Background: an optimization exercise with open tools, aiming at small area and few clock cycles. Do not read the settings as production practice. Function was checked by simulation only, so behaviour that the tests miss may differ from the original. Power figures rest on the tool's default switching activity, not on a simulated workload.

==> xenon <==
==> flow/design.v (excerpt) <==
module kmeans_top (
  input  logic              clk,
  input  logic              rst,
  input  logic              psel,
  input  logic              penable,
  input  logic              pwrite,
  input  logic [APB_AW-1:0] paddr,
  input  logic [APB_DW-1:0] pwdata,
  output logic [APB_DW-1:0] prdata,
  output logic              pready,
  output logic              pslverr
);
==> module kmeans_top, before the edit <==
module kmeans_top (
  input  logic              clk,
  input  logic              rst,
  input  logic              psel,
  input  logic              penable,
  input  logic              pwrite,
  input  logic [APB_AW-1:0] paddr,
  input  logic [APB_DW-1:0] pwdata,
  output logic [APB_DW-1:0] prdata,
  output logic              pready,
  output logic              pslverr
);
  logic                      start, prestart, busy;
  logic [CNT_W-1:0]          npts;
  logic [NUM_K*PT_W-1:0]     centroids;
  logic                      pt_try, pt_ok;
  logic [ADDR_W-1:0]         pt_addr;
  logic [PT_W-1:0]           pt_data;
  logic [PH_W-1:0]           ph;
  logic [NUM_LANES*PT_W-1:0] slot0, slot1;
  logic [NUM_K*ACC_W-1:0]    sum0;
  logic [NUM_K*ACC_W-1:0]    sum1;
  logic [NUM_K*CNT_W-1:0]    count;
  logic            run, fin, pre_q, tag, tag_q, last_round;
  logic [R_W-1:0]  rnd, rnd_q;
  logic [PH_W-1:0] q;
  logic [NUM_U*NUM_K-1:0] win, win_acc;
  logic [NUM_U-1:0]       valid, valid_q;
  logic [NUM_U*NUM_K*DIST_W-1:0] dsq, dsq_q;
  logic [NUM_U*PT_W-1:0]  acc_pt;
  kmeans_apb_regs u_regs (
    .clk         (clk),
    .rst         (rst),
    .psel        (psel),
    .penable     (penable),
    .pwrite      (pwrite),
    .paddr       (paddr),
    .pwdata      (pwdata),
    .prdata      (prdata),
    .pready      (pready),
    .pslverr     (pslverr),
    .o_start     (start),
    .o_prestart  (prestart),
    .o_busy      (busy),
    .o_npts      (npts),
    .o_centroids (centroids),
    .o_pt_try    (pt_try),
    .o_pt_addr   (pt_addr),
    .o_pt_data   (pt_data),
    .i_pt_ok     (pt_ok),
    .i_sum0      (sum0),
    .i_sum1      (sum1),
    .i_count     (count),
    .i_done      (fin)
  );
  kmeans_point_scan u_mem (
    .clk       (clk),
    .rst       (rst),
    .i_wr_try  (pt_try),
    .i_pt_addr (pt_addr),
    .i_pt_data (pt_data),
    .o_wr_ok   (pt_ok),
    .o_ph      (ph),
    .o_slot0   (slot0),
    .o_slot1   (slot1)
  );
  assign tag = run | start | prestart;
  assign last_round = ((CNT_W+1)'(rnd) + 1) * (RING_D * NUM_U) >= (CNT_W+1)'(npts);
  always_ff @(posedge clk) begin
    if (rst) begin
      run   <= 1'b0;
      fin   <= 1'b0;
      pre_q <= 1'b0;
      tag_q <= 1'b0;
      rnd   <= '0;
      q     <= '0;
    end else begin
      pre_q <= prestart;
      tag_q <= tag;
      fin   <= 1'b0;
      if (start) begin
        run <= 1'b1;
        rnd <= '0;
        q   <= pre_q ? PH_W'(2) : PH_W'(1);
      end else if (run) begin
        if (q == PH_W'(RING_D-1)) begin
          q <= '0;
          if (last_round) begin
            run <= 1'b0;
            fin <= 1'b1;
            rnd <= '0;
          end else begin
            rnd <= rnd + R_W'(1);
          end
        end else begin
          q <= q + PH_W'(1);
        end
      end
    end
  end
  genvar j;
  generate
    for (j = 0; j < NUM_U; j++) begin : g_unit
      logic [3:0]      lane, lane_q;
      logic [NUM_K-1:0] w;
      assign lane   = 4'(NUM_U * rnd + j);
      assign lane_q = 4'(NUM_U * rnd_q + j);
      assign valid[j] = {1'b0, lane, ~ph[0], ph[3:1]} < npts;
      kmeans_distance_pipe u_dist (
        .i_pt        (slot0[lane*PT_W +: PT_W]),
        .i_centroids (centroids),
        .o_dsq       (dsq[j*NUM_K*DIST_W +: NUM_K*DIST_W])
      );
      logic [DIST_W-1:0] d0, d1, d2, d3, d4, da, db;
      logic              a1, b3, ab, a4, b4;
      assign d0 = dsq_q[(j*NUM_K+0)*DIST_W +: DIST_W];
      assign d1 = dsq_q[(j*NUM_K+1)*DIST_W +: DIST_W];
      assign d2 = dsq_q[(j*NUM_K+2)*DIST_W +: DIST_W];
      assign d3 = dsq_q[(j*NUM_K+3)*DIST_W +: DIST_W];
      assign d4 = dsq_q[(j*NUM_K+4)*DIST_W +: DIST_W];
      assign a1 = d1 < d0;                      
      assign b3 = d3 < d2;                      
      assign da = a1 ? d1 : d0;
      assign db = b3 ? d3 : d2;
      assign ab = db < da;                      
      assign a4 = d4 < da;                      
      assign b4 = d4 < db;                      
      always_comb begin
        logic pa, pb, p4;
        pa = ~ab & ~a4;
        pb =  ab & ~b4;
        p4 = (ab & b4) | (~ab & a4);
        w[0] = valid_q[j] & pa & ~a1;
        w[1] = valid_q[j] & pa &  a1;
        w[2] = valid_q[j] & pb & ~b3;
        w[3] = valid_q[j] & pb &  b3;
        w[4] = valid_q[j] & p4;
      end
      assign win[j*NUM_K +: NUM_K] = w;
      assign acc_pt[j*PT_W +: PT_W] = slot1[lane_q*PT_W +: PT_W];
    end
  endgenerate
  always_ff @(posedge clk) begin
    dsq_q   <= dsq;
    valid_q <= valid;
    rnd_q   <= rnd;
  end
  assign win_acc = (tag_q & (start | run | fin)) ? win : '0;
  kmeans_cluster_acc u_acc (
    .clk     (clk),
    .rst     (rst),
    .i_clear (start),
    .i_win   (win_acc),
    .i_pt    (acc_pt),
    .o_sum0  (sum0),
    .o_sum1  (sum1),
    .o_count (count)
  );
endmodule
make LEC_CHECK=0 ABC_AREA=1 CAP_MARGIN=20 CORE_MARGIN=2 CORE_UTILIZATION=60 CTS_CLUSTER_DIAMETER=60 CTS_CLUSTER_SIZE=30 SLEW_MARGIN=20 SYNTH_MEMORY_MAX_BITS=8192 finish   # period 8.0 ns
run.sh (not shown) runs the stock make flow with config.mk's settings and CLKGATE_MAP_FILE= SYNTH_SCRIPT=/design/flow/synth_recipe.tcl, a recipe that flattens the netlist after the stock synthesis.
==> willow: changes against xenon <==
--- a/flow/design.v
+++ b/flow/design.v
@@ -2793,26 +2793,10 @@
       );
-      logic [DIST_W-1:0] d0, d1, d2, d3, d4, da, db;
-      logic              a1, b3, ab, a4, b4;
-      assign d0 = dsq_q[(j*NUM_K+0)*DIST_W +: DIST_W];
-      assign d1 = dsq_q[(j*NUM_K+1)*DIST_W +: DIST_W];
-      assign d2 = dsq_q[(j*NUM_K+2)*DIST_W +: DIST_W];
-      assign d3 = dsq_q[(j*NUM_K+3)*DIST_W +: DIST_W];
-      assign d4 = dsq_q[(j*NUM_K+4)*DIST_W +: DIST_W];
-      assign a1 = d1 < d0;                      
-      assign b3 = d3 < d2;                      
-      assign da = a1 ? d1 : d0;
-      assign db = b3 ? d3 : d2;
-      assign ab = db < da;                      
-      assign a4 = d4 < da;                      
-      assign b4 = d4 < db;                      
       always_comb begin
-        logic pa, pb, p4;
-        pa = ~ab & ~a4;
-        pb =  ab & ~b4;
-        p4 = (ab & b4) | (~ab & a4);
-        w[0] = valid_q[j] & pa & ~a1;
-        w[1] = valid_q[j] & pa &  a1;
-        w[2] = valid_q[j] & pb & ~b3;
-        w[3] = valid_q[j] & pb &  b3;
-        w[4] = valid_q[j] & p4;
+        for (int k = 0; k < NUM_K; k++) begin
+          w[k] = valid_q[j];
+          for (int i = 0; i < NUM_K; i++) begin
+            if (i < k) w[k] = w[k] & (dsq_q[(j*NUM_K+k)*DIST_W +: DIST_W] <  dsq_q[(j*NUM_K+i)*DIST_W +: DIST_W]);
+            if (i > k) w[k] = w[k] & (dsq_q[(j*NUM_K+k)*DIST_W +: DIST_W] <= dsq_q[(j*NUM_K+i)*DIST_W +: DIST_W]);
+          end
+        end
       end
CTS_CLUSTER_DIAMETER = not set   (was 60)
CTS_CLUSTER_SIZE = not set   (was 30)
==> comparison <==
- xenon finished with timing, DRC and antenna clean. willow completed without violations.
- Between xenon and willow, the lower cell count is in xenon (gap about 7%, measured against willow).
- In willow the utilization is lower than in xenon, by 0.99 points.
- In xenon the sequential share of layout area is higher than in willow, by 1.7 points.
- Of xenon and willow, willow has the higher via count (gap about 9%, measured against willow).
- Against xenon, the setup slack of willow is better by 0.049 ns.
- Of xenon and willow, willow has the higher first-iteration DRC count (gap about 18%, measured against willow).
- Routed wire length: willow is larger than xenon (about 10%).
- Between willow and xenon, the lower non-clock buffer count is in willow (gap 818).
==> figures <==
|  | xenon | willow |
|---|---|---|
| Minimum setup slack among reg-to-reg paths | 0.37 ns | 0.42 ns |
| Highest achievable clock rate | 0.131 GHz | 0.132 GHz |
| Initial drt markers | 10,346 | 12,595 |
| Clock buffer and inverter area fraction after layout | 0.0463 | 0.0628 |
| Total clock buffers created by CTS | 290 | 427 |
| Detailed-route wire length | 547,000 um | 604,000 um |
| Post-Route Hold Slack | 0.286 ns | 0.260 ns |
| Number of standard-cell rows in the floorplan | 210 | 216 |
| Psw | 13.2 mW | 12.6 mW |
| Initial Utilization | 0.602 | 0.602 |
| Post-synthesis share of cell area spent on and, or, nand and nor gates | 0.0913 | 0.123 |
| Status | finished clean | finished clean |
| Leakage | 106 nW | 110 nW |
| Met1 wire length | 236,000 um | 258,000 um |
| Final clock skew | 0.0924 ns | 0.0973 ns |
| Portion of the clock cycle consumed by the worst path in the final layout | 0.954 | 0.948 |
| CP max FO | 9 | 33 |
| Sequential Power Share | 0.508 | 0.482 |
Testbench counts of xenon, summed over its fixed seeds: cycles 8,920.
Testbench counts of willow, summed over its fixed seeds: cycles 8,920.

* * *

==> run D <==
kmeans_top, a different RTL version from the one above (not shown whole).
## kmeans_top
module kmeans_top (
  input  logic              clk,
  input  logic              rst,
  input  logic              psel,
  input  logic              penable,
  input  logic              pwrite,
  input  logic [APB_AW-1:0] paddr,
  input  logic [APB_DW-1:0] pwdata,
  output logic [APB_DW-1:0] prdata,
  output logic              pready,
  output logic              pslverr
);
  logic                      start, prestart, busy;
  logic [CNT_W-1:0]          npts;
  logic [NUM_K*PT_W-1:0]     centroids;
  logic                      pt_try, pt_ok;
  logic [ADDR_W-1:0]         pt_addr;
  logic [PT_W-1:0]           pt_data;
  logic [PH_W-1:0]           ph;
  logic [NUM_U*PT_W-1:0]     slot0, slot1;
  logic [NUM_K*ACC_W-1:0]    sum0;
  logic [NUM_K*ACC_W-1:0]    sum1;
  logic [NUM_K*CNT_W-1:0]    count;
  logic            run, fin, pre_q, tag, tag_q, late, acc_clear;
  logic [PH_W-1:0] q;
  logic [PH_W-1:0] nph;
  logic [1:0]      cur_s;
  logic [3:0]      cur_m, f;
  logic [NUM_U*NUM_K-1:0] win, win_acc;
  ...
clock: 8.0 ns
lec_check: 0
abc_area: 1
cap_margin: 20
core_margin: 2
core_utilization: 60
cts_cluster_diameter: 60
cts_cluster_size: 30
gpl_timing_driven: 0
setup_slack_margin: 0.25
slew_margin: 20
synth_memory_max_bits: 8192
==> run K: changes against run D <==
GPL_TIMING_DRIVEN = unset   (was 0)
SETUP_SLACK_MARGIN = unset   (was 0.25)
==> impl_metrics.env <==
export IMPL_status="finished clean"
export IMPL_diodes=41
export IMPL_seqCellArea_um2=95600
export IMPL_startpoint="u_regs.hit_k[1]"
export IMPL_grtUsageMet1_pct=42.9
export IMPL_wl_um=512000
export IMPL_finClkSkew_ns=0.0927
export IMPL_hold_ws_ns=0.283
export IMPL_reg2reg_slack_ns=0.42
export IMPL_critPathTopFamily="buffers and inverters"
export IMPL_place_ws_ns=-2.78
export IMPL_num_fill_cells=25100
export IMPL_dpl_cell_area_um2=197000
export IMPL_grt_antenna_before_repair=53
export IMPL_cpMaxStageDelayCell="nor2_1"
export IMPL_routed_wl_met3_um=45100
export IMPL_slowest_delay_ns=0.77
export IMPL_cts_setup_buffers=61
export IMPL_r2r_end="dsq_q[99]"
That was run D.
==> impl_metrics.env <==
export IMPL_num_fill_cells=25000
export IMPL_grt_antenna_before_repair=59
export IMPL_dpl_cell_area_um2=200000
export IMPL_slowest_delay_ns=0.69
export IMPL_cpMaxStageDelayCell="dfxtp_1"
export IMPL_startpoint="u_regs.o_centroids[9]"
export IMPL_power_net_switching_mw=9.88
export IMPL_status="finished clean"
export IMPL_seqCellArea_um2=95500
export IMPL_drv_slew=0
export IMPL_grtUsageMet1_pct=44.7
export IMPL_critPathTopFamily="adder cells"
export IMPL_reg2reg_slack_ns=0.41
export IMPL_finClkSkew_ns=0.0764
export IMPL_place_ws_ns=0.0748
export IMPL_r2r_end="dsq_q[270]"
export IMPL_hold_ws_ns=0.303
export IMPL_diodes=16
export IMPL_cts_setup_buffers=0
That was run K.
Testbench counts of run D, summed over its fixed seeds: cycles 8,920.
Testbench counts of run K, summed over its fixed seeds: cycles 8,920.

re-timing with driven ports:
The results above use ideal ports. As a check the final layouts listed here were re-extracted and re-timed, cells and wires unchanged. Step 1, drivers: a clkbuf_16 drives clk and a buf_2 each remaining input, both assumed. Step 2, shift: input delay + t, output delay - t, t = (earliest + latest rising clock arrival at the registers) / 2. This alone moves slack from input paths to output paths. a / b / c = ideal / step 1 / step 2; a / b = the first two.
run	t (ns)	setup slack, ns	clock arrival spread, ns	worst data-port slew with drivers (ns)
xenon	1.046	0.368 / 0.368 / 0.029	0.094 / 0.094	0.28
willow	1.079	0.417 / 0.405 / 0.246	0.102 / 0.103	0.44
run D	1.020	0.092 / -0.011 / -0.527	0.099 / 0.099	0.27
run K	0.994	0.407 / 0.407 / 0.407	0.094 / 0.094	0.23
Met with ideal ports but missed after step 2: setup timing in run D. The setup slack of run D, which loses most, moves by -0.103 ns with the drivers and by -0.619 ns with both steps.
